Background: an optimization exercise with open tools, aiming at small area, a short achievable clock period and few clock cycles per item. Do not read the settings as production practice.
The RTL was checked by simulation tests, not by an equivalence proof against the original design.

===== flow/design.v =====
package csat_pkg;
  localparam int MAX_VERTICES_DEF = 16;
  localparam int COORD_BITS_DEF   = 16;
  localparam int FIELD_W          = 16;
  localparam int CMD_W            = 2;
  localparam int STATUS_W         = 2;
  typedef enum logic [CMD_W-1:0] {
    CMD_ADD_A = 2'd0,
    CMD_ADD_B = 2'd1,
    CMD_TEST  = 2'd2,
    CMD_NONE  = 2'd3
  } cmd_e;
  typedef enum logic [STATUS_W-1:0] {
    ST_OK    = 2'd0,
    ST_DROP  = 2'd1,
    ST_EMPTY = 2'd2
  } status_e;
  typedef struct packed {
    logic mul_x;
    logic mul_y;
    logic cmp_en;
    logic cmp_first;
    logic cmp_b;
  } proj_ctrl_t;
endpackage
module csat_ram #(
  parameter int WIDTH = 32,
  parameter int DEPTH = 16,
  localparam int AW = (DEPTH > 1) ? $clog2(DEPTH) : 1
) (
  input  logic             clk_i,
  input  logic             we_i,
  input  logic [AW-1:0]    waddr_i,
  input  logic [WIDTH-1:0] wdata_i,
  input  logic [AW-1:0]    raddr0_i,
  output logic [WIDTH-1:0] rdata0_o,
  input  logic [AW-1:0]    raddr1_i,
  output logic [WIDTH-1:0] rdata1_o
);
  logic [WIDTH-1:0] mem_q [DEPTH];
  always_ff @(posedge clk_i) begin
    if (we_i) begin
      mem_q[waddr_i] <= wdata_i;
    end
  end
  assign rdata0_o = mem_q[raddr0_i];
  assign rdata1_o = mem_q[raddr1_i];
endmodule
module csat_proj (
  input  logic signed [16:0] nx_i,
  input  logic signed [16:0] ny_i,
  input  logic signed [16:0] rx_i,
  input  logic signed [16:0] ry_i,
  output logic signed [26:0] lo_o,
  output logic signed [24:0] hi_o
);
  logic signed [9:0] rx_lo, ry_lo;
  logic signed [7:0] rx_hi, ry_hi;
  assign rx_lo = {1'b0, rx_i[8:0]};
  assign ry_lo = {1'b0, ry_i[8:0]};
  assign rx_hi = rx_i[16:9];
  assign ry_hi = ry_i[16:9];
  assign lo_o = nx_i * rx_lo + ny_i * ry_lo;
  assign hi_o = nx_i * rx_hi + ny_i * ry_hi;
endmodule
module convex_polygon_sat_overlap_core #(
  parameter int MAX_VERTICES = csat_pkg::MAX_VERTICES_DEF,
  parameter int COORD_BITS   = csat_pkg::COORD_BITS_DEF
) (
  input  logic                            clk_i,
  input  logic                            rst_ni,
  input  logic                            in_valid_i,
  output logic                            in_ready_o,
  input  logic [csat_pkg::CMD_W-1:0]      in_command_i,
  input  logic [csat_pkg::FIELD_W-1:0]    in_vertex_x_i,
  input  logic [csat_pkg::FIELD_W-1:0]    in_vertex_y_i,
  output logic                            out_valid_o,
  input  logic                            out_ready_i,
  output logic                            out_overlap_o,
  output logic [csat_pkg::STATUS_W-1:0]   out_status_o
);
  localparam logic signed [33:0] POS_MAX = {1'b0, {33{1'b1}}};
  localparam logic signed [33:0] NEG_MIN = {1'b1, {33{1'b0}}};
  logic        rdy_q;
  logic        rq_v_q;
  logic [1:0]  rq_cmd_q;
  logic [31:0] rq_xy_q;
  logic        acc;
  assign acc = in_valid_i && rdy_q;
  always_ff @(posedge clk_i) begin
    rq_cmd_q <= in_command_i;
    rq_xy_q  <= {in_vertex_y_i, in_vertex_x_i};
  end
  logic        run_q;                       
  logic [4:0]  cnt_a_q, cnt_b_q;
  logic        ovf_q;
  logic [4:0]  m_q;                         
  logic        out_valid_q, overlap_q;
  logic [1:0]  status_q;
  logic        rq_add_a, rq_add_b, rq_test;
  logic        we_a, we_b;
  logic        test_empty, test_start;
  logic        fin_sep, fin_ovl, fin;
  logic        res_v_q, res_ovl_q, res_ovl;
  logic [1:0]  res_st_q, res_st;
  assign rq_add_a  = rq_v_q && (rq_cmd_q == csat_pkg::CMD_ADD_A);
  assign rq_add_b  = rq_v_q && (rq_cmd_q == csat_pkg::CMD_ADD_B);
  assign rq_test   = rq_v_q && (rq_cmd_q == csat_pkg::CMD_TEST);
  assign we_a      = rq_add_a && !cnt_a_q[4];
  assign we_b      = rq_add_b && !cnt_b_q[4];
  assign test_empty = rq_test && ((cnt_a_q == '0) || (cnt_b_q == '0));
  assign test_start = rq_test && !test_empty;
  logic [3:0]  ra_a, ra_b, ra_g;
  logic [31:0] rd_a, rd_b, rd_ga, rd_gb;
  csat_ram #(.WIDTH(32), .DEPTH(16)) u_ram_a (
    .clk_i    (clk_i),
    .we_i     (we_a),
    .waddr_i  (cnt_a_q[3:0]),
    .wdata_i  (rq_xy_q),
    .raddr0_i (ra_a),
    .rdata0_o (rd_a),
    .raddr1_i (ra_g),
    .rdata1_o (rd_ga)
  );
  csat_ram #(.WIDTH(32), .DEPTH(16)) u_ram_b (
    .clk_i    (clk_i),
    .we_i     (we_b),
    .waddr_i  (cnt_b_q[3:0]),
    .wdata_i  (rq_xy_q),
    .raddr0_i (ra_b),
    .rdata0_o (rd_b),
    .raddr1_i (ra_g),
    .rdata1_o (rd_gb)
  );
  function automatic logic [3:0] inc_mod(input logic [3:0] x, input logic [4:0] n);
    if (({1'b0, x} + 5'd1) == n) inc_mod = 4'd0;
    else inc_mod = x + 4'd1;
  endfunction
  logic        g_done_a_q, g_done_b_q, g_turn_q;
  logic [3:0]  g_i_a_q, g_i_b_q;
  logic [31:0] g_prev_a_q, g_prev_b_q;
  logic        g1_v_q, g1_p_q;
  logic [3:0]  g1_i_q;
  logic [31:0] g1_v_xy_q;
  logic        ax_v_q, ax_own_q;
  logic [31:0] ax_base_q;
  logic signed [16:0] ax_nx_q, ax_ny_q;
  logic [3:0]  ax_anti_q;
  logic        ax_take;
  logic        g_sel, g_go, g2_go;
  logic [3:0]  g_i, g_j;
  logic [4:0]  g_n;
  logic [31:0] g2_prev;
  logic signed [16:0] g2_dx, g2_dy;
  logic [4:0]  g2_n, g2_half, g2_sum;
  assign g_sel = g_done_a_q ? 1'b1 : (g_done_b_q ? 1'b0 : g_turn_q);
  assign g_i   = g_sel ? g_i_b_q : g_i_a_q;
  assign g_n   = g_sel ? cnt_b_q : cnt_a_q;
  assign g_j   = inc_mod(g_i, g_n);
  assign ra_g  = g_j;
  assign g2_go = g1_v_q && (!ax_v_q || ax_take);
  assign g_go  = run_q && !(g_done_a_q && g_done_b_q) && (!g1_v_q || g2_go);
  assign g2_prev = g1_p_q ? g_prev_b_q : g_prev_a_q;
  assign g2_dx   = {g1_v_xy_q[15], g1_v_xy_q[15:0]}  - {g2_prev[15], g2_prev[15:0]};
  assign g2_dy   = {g1_v_xy_q[31], g1_v_xy_q[31:16]} - {g2_prev[31], g2_prev[31:16]};
  assign g2_n    = g1_p_q ? cnt_b_q : cnt_a_q;
  assign g2_half = (g2_n + 5'd1) >> 1;
  assign g2_sum  = {1'b0, g1_i_q} + g2_half;
  logic [1:0]  c_act_q, c_gen_q, c_own_q;
  logic [31:0] c_base_q [2];
  logic signed [16:0] c_nx_q [2], c_ny_q [2];
  logic [3:0]  c_io_q [2], c_it_q [2];
  logic [4:0]  c_k_q [2];
  logic signed [33:0] c_olo_q [2], c_ohi_q [2], c_tlo_q [2], c_thi_q [2];
  logic        c_old_q;                     
  logic [3:0]  wit_a_q, wit_b_q;            
  logic        p1_v_q, p1_c_q, p1_g_q, p1_last_q;
  logic [3:0]  p1_b_q;
  logic signed [16:0] p1_ox_q, p1_oy_q, p1_tx_q, p1_ty_q;
  logic        p2_v_q, p2_c_q, p2_g_q, p2_last_q;
  logic [3:0]  p2_b_q;
  logic signed [26:0] p2_olo_q, p2_tlo_q;
  logic signed [24:0] p2_ohi_q, p2_thi_q;
  logic        p3_v_q, p3_c_q, p3_g_q, p3_last_q;
  logic [3:0]  p3_b_q;
  logic signed [33:0] p3_po_q, p3_pt_q;
  logic [1:0]  busy, more, rdy_c;
  logic        iss, iss_c, iss_new;
  logic        s_own;
  logic [31:0] s_base;
  logic [3:0]  s_io, s_it;
  logic [4:0]  s_k;
  logic [31:0] v_own, v_oth;
  for (genvar c = 0; c < 2; c++) begin : g_ctx_status
    assign busy[c]  = (p1_v_q && (p1_c_q == c)) || (p2_v_q && (p2_c_q == c)) ||
                      (p3_v_q && (p3_c_q == c));
    assign more[c]  = c_act_q[c] && (c_k_q[c] != m_q);
    assign rdy_c[c] = more[c] && !busy[c];
  end
  always_comb begin
    iss     = 1'b0;
    iss_c   = 1'b0;
    iss_new = 1'b0;
    if (run_q) begin
      if (rdy_c[c_old_q]) begin
        iss = 1'b1; iss_c = c_old_q;
      end else if (rdy_c[!c_old_q]) begin
        iss = 1'b1; iss_c = !c_old_q;
      end else if (ax_v_q && (!c_act_q[0] || !c_act_q[1])) begin
        iss = 1'b1; iss_new = 1'b1; iss_c = c_act_q[0];
      end else if (more[c_old_q]) begin
        iss = 1'b1; iss_c = c_old_q;
      end else if (more[!c_old_q]) begin
        iss = 1'b1; iss_c = !c_old_q;
      end
    end
  end
  assign ax_take = iss_new;
  assign s_own  = iss_new ? ax_own_q  : c_own_q[iss_c];
  assign s_base = iss_new ? ax_base_q : c_base_q[iss_c];
  assign s_io   = iss_new ? ax_anti_q : c_io_q[iss_c];
  assign s_it   = iss_new ? (ax_own_q ? wit_b_q : wit_a_q) : c_it_q[iss_c];
  assign s_k    = iss_new ? 5'd0 : c_k_q[iss_c];
  assign ra_a  = s_own ? s_it : s_io;
  assign ra_b  = s_own ? s_io : s_it;
  assign v_own = s_own ? rd_b : rd_a;
  assign v_oth = s_own ? rd_a : rd_b;
  logic signed [16:0] s1_nx, s1_ny;
  logic signed [26:0] s1_olo, s1_tlo;
  logic signed [24:0] s1_ohi, s1_thi;
  assign s1_nx = c_nx_q[p1_c_q];
  assign s1_ny = c_ny_q[p1_c_q];
  csat_proj u_proj_own (
    .nx_i (s1_nx), .ny_i (s1_ny), .rx_i (p1_ox_q), .ry_i (p1_oy_q),
    .lo_o (s1_olo), .hi_o (s1_ohi)
  );
  csat_proj u_proj_oth (
    .nx_i (s1_nx), .ny_i (s1_ny), .rx_i (p1_tx_q), .ry_i (p1_ty_q),
    .lo_o (s1_tlo), .hi_o (s1_thi)
  );
  logic        s3_ok, s3_c;
  logic signed [33:0] s3_olo, s3_ohi, s3_tlo, s3_thi, po, pt;
  logic        s3_abort;
  assign s3_c   = p3_c_q;
  assign s3_ok  = p3_v_q && c_act_q[s3_c] && (c_gen_q[s3_c] == p3_g_q);
  assign po     = p3_po_q;
  assign pt     = p3_pt_q;
  assign s3_olo = c_olo_q[s3_c];
  assign s3_ohi = c_ohi_q[s3_c];
  assign s3_tlo = c_tlo_q[s3_c];
  assign s3_thi = c_thi_q[s3_c];
  assign s3_abort = ((s3_olo < s3_thi) || (s3_olo < pt) || (po < s3_thi) || (po < pt)) &&
                    ((s3_tlo < s3_ohi) || (s3_tlo < po) || (pt < s3_ohi) || (pt < po));
  assign fin_sep = run_q && s3_ok && !s3_abort && p3_last_q;
  assign fin_ovl = run_q && g_done_a_q && g_done_b_q && !g1_v_q && !ax_v_q &&
                   (c_act_q == 2'b00);
  assign fin     = fin_sep || fin_ovl;
  assign res_ovl = fin_ovl && !test_empty;
  assign res_st  = test_empty ? csat_pkg::ST_EMPTY : (ovf_q ? csat_pkg::ST_DROP : csat_pkg::ST_OK);
  always_ff @(posedge clk_i or negedge rst_ni) begin
    if (!rst_ni) begin
      rdy_q       <= 1'b0;
      rq_v_q      <= 1'b0;
      run_q       <= 1'b0;
      cnt_a_q     <= '0;
      cnt_b_q     <= '0;
      ovf_q       <= 1'b0;
      m_q         <= '0;
      out_valid_q <= 1'b0;
      overlap_q   <= 1'b0;
      status_q    <= 2'd0;
      res_v_q     <= 1'b0;
      res_ovl_q   <= 1'b0;
      res_st_q    <= 2'd0;
    end else begin
      rq_v_q <= acc;
      if (out_ready_i) out_valid_q <= 1'b0;
      if (we_a) cnt_a_q <= cnt_a_q + 5'd1;
      if (we_b) cnt_b_q <= cnt_b_q + 5'd1;
      if ((rq_add_a && cnt_a_q[4]) || (rq_add_b && cnt_b_q[4])) ovf_q <= 1'b1;
      if (test_start) begin
        run_q <= 1'b1;
        m_q   <= (cnt_a_q > cnt_b_q) ? cnt_a_q : cnt_b_q;
      end
      if (test_empty || fin) begin
        run_q   <= 1'b0;
        cnt_a_q <= '0;
        cnt_b_q <= '0;
        ovf_q   <= 1'b0;
        if (!out_valid_q || out_ready_i) begin
          out_valid_q <= 1'b1;
          overlap_q   <= res_ovl;
          status_q    <= res_st;
          rdy_q       <= 1'b1;
        end else begin
          res_v_q   <= 1'b1;
          res_ovl_q <= res_ovl;
          res_st_q  <= res_st;
        end
      end else if (res_v_q && (!out_valid_q || out_ready_i)) begin
        out_valid_q <= 1'b1;
        overlap_q   <= res_ovl_q;
        status_q    <= res_st_q;
        res_v_q     <= 1'b0;
        rdy_q       <= 1'b1;
      end else if (acc && (in_command_i == csat_pkg::CMD_TEST)) begin
        rdy_q <= 1'b0;
      end else if (!rq_test && !run_q && !res_v_q) begin
        rdy_q <= 1'b1;
      end
    end
  end
  always_ff @(posedge clk_i or negedge rst_ni) begin
    if (!rst_ni) begin
      g_done_a_q <= 1'b1;
      g_done_b_q <= 1'b1;
      g_turn_q   <= 1'b0;
      g_i_a_q    <= '0;
      g_i_b_q    <= '0;
      g1_v_q     <= 1'b0;
      ax_v_q     <= 1'b0;
    end else begin
      if (test_start) begin
        g_done_a_q <= (cnt_a_q == 5'd1);
        g_done_b_q <= (cnt_b_q == 5'd1);
        g_turn_q   <= 1'b0;
        g_i_a_q    <= '0;
        g_i_b_q    <= '0;
        g1_v_q     <= 1'b0;
        ax_v_q     <= 1'b0;
      end else if (fin) begin
        g_done_a_q <= 1'b1;
        g_done_b_q <= 1'b1;
        g1_v_q     <= 1'b0;
        ax_v_q     <= 1'b0;
      end else begin
        if (ax_take) ax_v_q <= 1'b0;
        if (g2_go) begin
          if ((g2_dx != '0) || (g2_dy != '0)) ax_v_q <= 1'b1;
        end
        if (g_go) begin
          g1_v_q <= 1'b1;
          g_turn_q <= !g_sel;
          if (g_sel) begin
            g_i_b_q <= g_i_b_q + 4'd1;
            if ({1'b0, g_i_b_q} + 5'd1 == cnt_b_q) g_done_b_q <= 1'b1;
          end else begin
            g_i_a_q <= g_i_a_q + 4'd1;
            if ({1'b0, g_i_a_q} + 5'd1 == cnt_a_q) g_done_a_q <= 1'b1;
          end
        end else if (g2_go) begin
          g1_v_q <= 1'b0;
        end
      end
    end
  end
  always_ff @(posedge clk_i) begin
    if (we_a && (cnt_a_q == '0)) g_prev_a_q <= rq_xy_q;
    if (we_b && (cnt_b_q == '0)) g_prev_b_q <= rq_xy_q;
    if (g2_go) begin
      if (g1_p_q) g_prev_b_q <= g1_v_xy_q;
      else        g_prev_a_q <= g1_v_xy_q;
      ax_own_q  <= g1_p_q;
      ax_base_q <= g2_prev;
      ax_nx_q   <= -g2_dy;
      ax_ny_q   <= g2_dx;
      ax_anti_q <= (g2_sum >= g2_n) ? 4'(g2_sum - g2_n) : g2_sum[3:0];
    end
    if (g_go) begin
      g1_p_q    <= g_sel;
      g1_i_q    <= g_i;
      g1_v_xy_q <= g_sel ? rd_gb : rd_ga;
    end
  end
  always_ff @(posedge clk_i or negedge rst_ni) begin
    if (!rst_ni) begin
      c_act_q <= '0;
      c_gen_q <= '0;
      c_old_q <= 1'b0;
      p1_v_q  <= 1'b0;
      p2_v_q  <= 1'b0;
      p3_v_q  <= 1'b0;
      wit_a_q <= '0;
      wit_b_q <= '0;
    end else begin
      p1_v_q <= iss && !fin;
      p2_v_q <= p1_v_q && !fin;
      p3_v_q <= p2_v_q && !fin;
      if (test_start) begin
        wit_a_q <= '0;
        wit_b_q <= '0;
      end
      if (fin) begin
        c_act_q <= '0;
      end else begin
        if (s3_ok && s3_abort) begin
          c_act_q[s3_c] <= 1'b0;
          if (c_own_q[s3_c]) wit_b_q <= p3_b_q;
          else               wit_a_q <= p3_b_q;
          c_old_q <= !s3_c;
        end
        if (iss_new) begin
          c_act_q[iss_c] <= 1'b1;
          c_gen_q[iss_c] <= !c_gen_q[iss_c];
          if (!c_act_q[!iss_c]) c_old_q <= iss_c;
        end
      end
    end
  end
  logic [4:0] s_n_own, s_n_oth;
  assign s_n_own = s_own ? cnt_b_q : cnt_a_q;
  assign s_n_oth = s_own ? cnt_a_q : cnt_b_q;
  always_ff @(posedge clk_i) begin
    for (int c = 0; c < 2; c++) begin
      if (iss && (iss_c == c)) begin
        c_io_q[c] <= inc_mod(s_io, s_n_own);
        c_it_q[c] <= inc_mod(s_it, s_n_oth);
        c_k_q[c]  <= s_k + 5'd1;
      end
      if (iss_new && (iss_c == c)) begin
        c_own_q[c]  <= ax_own_q;
        c_base_q[c] <= ax_base_q;
        c_nx_q[c]   <= ax_nx_q;
        c_ny_q[c]   <= ax_ny_q;
        c_olo_q[c]  <= '0;
        c_ohi_q[c]  <= '0;
        c_tlo_q[c]  <= POS_MAX;
        c_thi_q[c]  <= NEG_MIN;
      end else if (s3_ok && (s3_c == c)) begin
        if (po < s3_olo) c_olo_q[c] <= po;
        if (po > s3_ohi) c_ohi_q[c] <= po;
        if (pt < s3_tlo) c_tlo_q[c] <= pt;
        if (pt > s3_thi) c_thi_q[c] <= pt;
      end
    end
    p1_c_q    <= iss_c;
    p1_g_q    <= iss_new ? !c_gen_q[iss_c] : c_gen_q[iss_c];
    p1_last_q <= (s_k + 5'd1 == m_q);
    p1_b_q    <= s_it;
    p1_ox_q   <= {v_own[15], v_own[15:0]}  - {s_base[15], s_base[15:0]};
    p1_oy_q   <= {v_own[31], v_own[31:16]} - {s_base[31], s_base[31:16]};
    p1_tx_q   <= {v_oth[15], v_oth[15:0]}  - {s_base[15], s_base[15:0]};
    p1_ty_q   <= {v_oth[31], v_oth[31:16]} - {s_base[31], s_base[31:16]};
    p2_c_q    <= p1_c_q;
    p2_g_q    <= p1_g_q;
    p2_last_q <= p1_last_q;
    p2_b_q    <= p1_b_q;
    p2_olo_q  <= s1_olo;
    p2_ohi_q  <= s1_ohi;
    p2_tlo_q  <= s1_tlo;
    p2_thi_q  <= s1_thi;
    p3_c_q    <= p2_c_q;
    p3_g_q    <= p2_g_q;
    p3_last_q <= p2_last_q;
    p3_b_q    <= p2_b_q;
    p3_po_q   <= 34'(p2_olo_q) + (34'(p2_ohi_q) <<< 9);
    p3_pt_q   <= 34'(p2_tlo_q) + (34'(p2_thi_q) <<< 9);
  end
  assign in_ready_o    = rdy_q;
  assign out_valid_o   = out_valid_q;
  assign out_overlap_o = overlap_q;
  assign out_status_o  = status_q;
endmodule

===== flow/run.sh =====
#!/bin/bash
# synth_recipe.tcl (not shown) runs the flow's synth.tcl, then flattens the netlist and writes it again
# the make line also repeats each setting of config.mk as NAME=value (left out here)
make -C /OpenROAD-flow-scripts/flow DESIGN_CONFIG=/design/flow/config.mk WORK_HOME=/design/flow/orfs CLKGATE_MAP_FILE= SYNTH_SCRIPT=/design/flow/synth_recipe.tcl finish

===== flow/config.mk =====
export PLATFORM = sky130hd
export DESIGN_NAME = convex_polygon_sat_overlap_core
export DESIGN_NICKNAME = convex_polygon_sat_overlap_core
export VERILOG_FILES = /design/flow/design.v
export SDC_FILE = /design/flow/constraint.sdc
export NUM_CORES = 4
export LEC_CHECK = 0
export CAP_MARGIN = 20
export CORE_MARGIN = 2
export CORE_UTILIZATION = 40
export SLEW_MARGIN = 20

===== flow/constraint.sdc =====
create_clock -name core_clock -period 10.0 [get_ports {clk_i}]
set_input_delay 2.0000 -clock core_clock [delete_from_list [all_inputs] [get_ports {clk_i}]]
set_output_delay 2.0000 -clock core_clock [all_outputs]
set_load 0.01 [all_outputs]

==> metrics.cfg <==
[status]
status=no timing/DRC/antenna violations

[clock_tree]
cts_buffer_depth=4
hold_buffers=0
clk_pin_slew_ps=60
cts_made_buffers=215
cts_root_buf=clkbuf_16
cts_resized=0
cts_tree=built
cts_sinks=1979
worstSkewPairLatency_ps=950
h-tree-depth=4
post_cts_buffers=0

[worst_setup_path]
arrival_ps=9790
cp-end-kind=flop
worstPathRequired_ps=10810
crit_fanout=31
startpoint_type=flop
path_class=flop to flop

[die]
io_pins=43
start_util_pct=40.3
core-area_um2=350000
die_w_um=598
die-area_um2=357000
die_y_um=598
fp-row-count=217

[finish]
nets=15700
syn_to_final_growth_pct=9.42
design_area_um2=154000
fillers=33100
layout-drive-gt1-share_pct=6.63

[routing]
drc=0
ant_nets=0
dr.pass1.iters=6
post_drt_wl_per_cell_um=26.5
highest_layer=met5
dr_wl_met2_um=219000
drt_iter0_drc=12700
avgViaCountPerCell=5.81
route.met3.wl_um=48700
vias=107000
wirelength_um=488000
met1_length_um=192000

[synth]
yosys-top-cells-area=edfxtp_1 28%, fa_1 16%, dfxtp_1 9.0%
synth_edf_count=1292
yosysSeqAreaShare_pct=37.5
synth_top_family_by_area=adder cells
synth_fa_ha_area_share_pct=24.1
synthMuxAreaShare_pct=5.82
synth.top_cells.by_count=1844 x nand2_1, 1672 x inv_1, 1292 x edfxtp_1
yosysMostFrequentCell=nand2_1
yosys_warnings=12
synthSimpleGateAreaFrac_pct=14.4
syn_area_um2=141000
yosys_most_used_dff=edfxtp_1
syn_inst=13800
ys_types=99
synth_top_area_share_pct=27.5
synthXorXnorAreaFrac_pct=1.98
yosys_register_bits=1979
synth_largest_area_cell=edfxtp_1
synthArstFlopShare_pct=2.83
synth_fp_nets=15900
synth_compound_area_share_pct=9.54
avgSynthCellArea_um2=10.2

[placement]
hpwl_um=331000
port_buffers=42
place.gp.congestion=0.948
dpl-instance-area_um2=147000

[sta]
setup_violations=0
final.min_clock_period_ps=8990
rsz0062_at_grt=false
skew_ps=111
finalHoldViolCount=0
fin_tns_setup_ps=0
worstMarginPinSlew_ps=1240
relSlewSlack_pct=17.4
drv_slew=0
fmax_ghz=0.111
finalCritPeriodShare_pct=89.9

[worst_hold_path]
min_path_type=flop to flop

[run]
drv_cap=0

[global_route]
antenna_found_initial=38
grt_pass1_vias=105000
grt_max_degree=137
track_usage_pct=26.9
grt_pass1_wl_um=710000
overflow=0

worst max-delay path, stage by stage (launching register included):
cell       delay (ps)
dfxtp_2           930
inv_2              40
a222oi_1          560
o2111ai_1         330
a22oi_4           390
mux2i_1           580
and2_2            780
mux2i_4           370
buf_4             500
and2_2            430
buf_4             520
nand3_1           140
nand4_1           150
o221ai_1          390
ha_1              510
o21ai_0           120
a21boi_0          260
o21ai_0           150
a21boi_0          260
o21ai_0           140
a21boi_0          270
o21ai_0           180
a2111oi_0         380
o21ai_0           170
a21oi_1           200
o22ai_1           110
cell type report:
| cell class | count | area [µm²] | share of cell area [%] |
|---|---|---|---|
| timing repair buffer | 313 | 2590 | 1.68 |
| clock inverter | 117 | 1370 | 0.889 |
| clock buffer | 276 | 6010 | 3.89 |
| inverter | 1679 | 6320 | 4.10 |
| antenna | 20 | 50.0 | 0.0324 |
| sequential | 1979 | 52800 | 34.3 |
| multi-input combinational | 9415 | 79300 | 51.4 |
| tap | 4599 | 5750 | 3.73 |
logic make-up after synthesis:
logic type,after synthesis
AOI/OAI and AO/OA,1989
xor gates and xnor gates,318
adders and majority gates,2031
buffers and inverters,2422
DFF,1979
muxes,717
and+or+nand+nor,4360
per-stage QoR:
step	setup WS (ps)	hold WS, ps	util (%)	instances
6_report	1010	319	44.1	18400
3_5_place_dp	1270	314	41.9	18000
3_3_place_gp	1410	310	41.9	18000
4_1_cts	1230	328	44.1	18400
5_1_grt	428	335	44.1	18400
2_1_floorplan	2020	310	-	13800
per-layer routing:
| metal | up-vias | track usage, % |
|---|---|---|
| met5 | - | 0 |
| met4 | 32 | 13.0 |
| met3 | 1258 | 5.68 |
| met2 | 5420 | 42.7 |
| met1 | 53200 | 35.0 |
| li1 | 46900 | - |
final timing paths:
check / to / cells past startpoint / slack [ps] / from
worst max-delay path: p1_oy_q[16]$_DFF_P_ / 25 / 1010 / p1_c_q$_DFF_P_
max in group asynchronous: asynchronous set/reset pin / 2 / 8160 / rst_ni
min in group asynchronous: ovf_q$_DFFE_PN0P_ / 2 / 1300 / rst_ni
worst min-delay path: p3_po_q[2]$_DFF_P_ / 0 / 320 / p2_olo_q[2]$_DFF_P_
worst min register to register: p3_po_q[2]$_DFF_P_ / 0 / 320 / p2_olo_q[2]$_DFF_P_
worst max register to register: p1_oy_q[16]$_DFF_P_ / 25 / 1010 / p1_c_q$_DFF_P_
placed cells by master, fill, tap and decap left out, types with 85 or more instances in the layout:
cell type | netlist | routed
nand2_1 | 1844 | 1837
fa_1 | 1146 | 1146
nor3_1 | 427 | 417
a32oi_1 | 93 | 93
nand3_1 | 384 | 380
inv_1 | 1672 | 1668
clkbuf_16 | 0 | 222
and2_1 | 576 | 568
dfxtp_1 | 631 | 622
o22ai_1 | 102 | 102
a21oi_1 | 345 | 345
o21ai_0 | 414 | 413
nor2_1 | 578 | 554
xnor2_1 | 243 | 243
a21o_1 | 153 | 153
ha_1 | 884 | 884
edfxtp_1 | 1292 | 1292
a31oi_1 | 128 | 127
buf_4 | 15 | 260
nand4_1 | 150 | 150
mux2i_1 | 568 | 563
nor2b_1 | 86 | 85
o211ai_1 | 221 | 221
or3_1 | 138 | 138
sequential cells by signal, summed over array words and instances (netlist names), 34 cells and up, named ones only:
name	count
u_ram_b.mem_q	512
c_thi_q	68
c_ohi_q	68
p3_po_q	34
u_ram_a.mem_q	512
c_tlo_q	68
c_olo_q	68
p3_pt_q	34
c_ny_q	34
c_base_q	64
c_nx_q	34
Testbench counts, summed over its fixed seeds: cycles 22,810, tests 320.

## static timing again, ports no longer ideal
Ports are ideal in the flow. The routed layout listed here was re-timed in OpenROAD. Step 1 sets driving cells, clkbuf_16 on the clock port and buf_2 on the other inputs (assumed; they add their load-dependent delay and slew). Step 2 also shifts input and output timing later by t, the mid clock arrival at the registers, as if the neighbouring blocks saw the same clock. a / b / c = ideal / step 1 / step 2; a / b = the first two.
t (ns): 0.997
setup WS [ns]: 1.012 / 1.012 / 1.012
hold WS [ns]: 0.319 / 0.319 / 0.319
worst setup path at the end: register to register
clock arrival spread, ns: 0.117 / 0.116
After both steps this run still meets setup and hold. For this run, drivers alone change the setup slack by 0.000 ns; drivers and shift together by 0.000 ns.
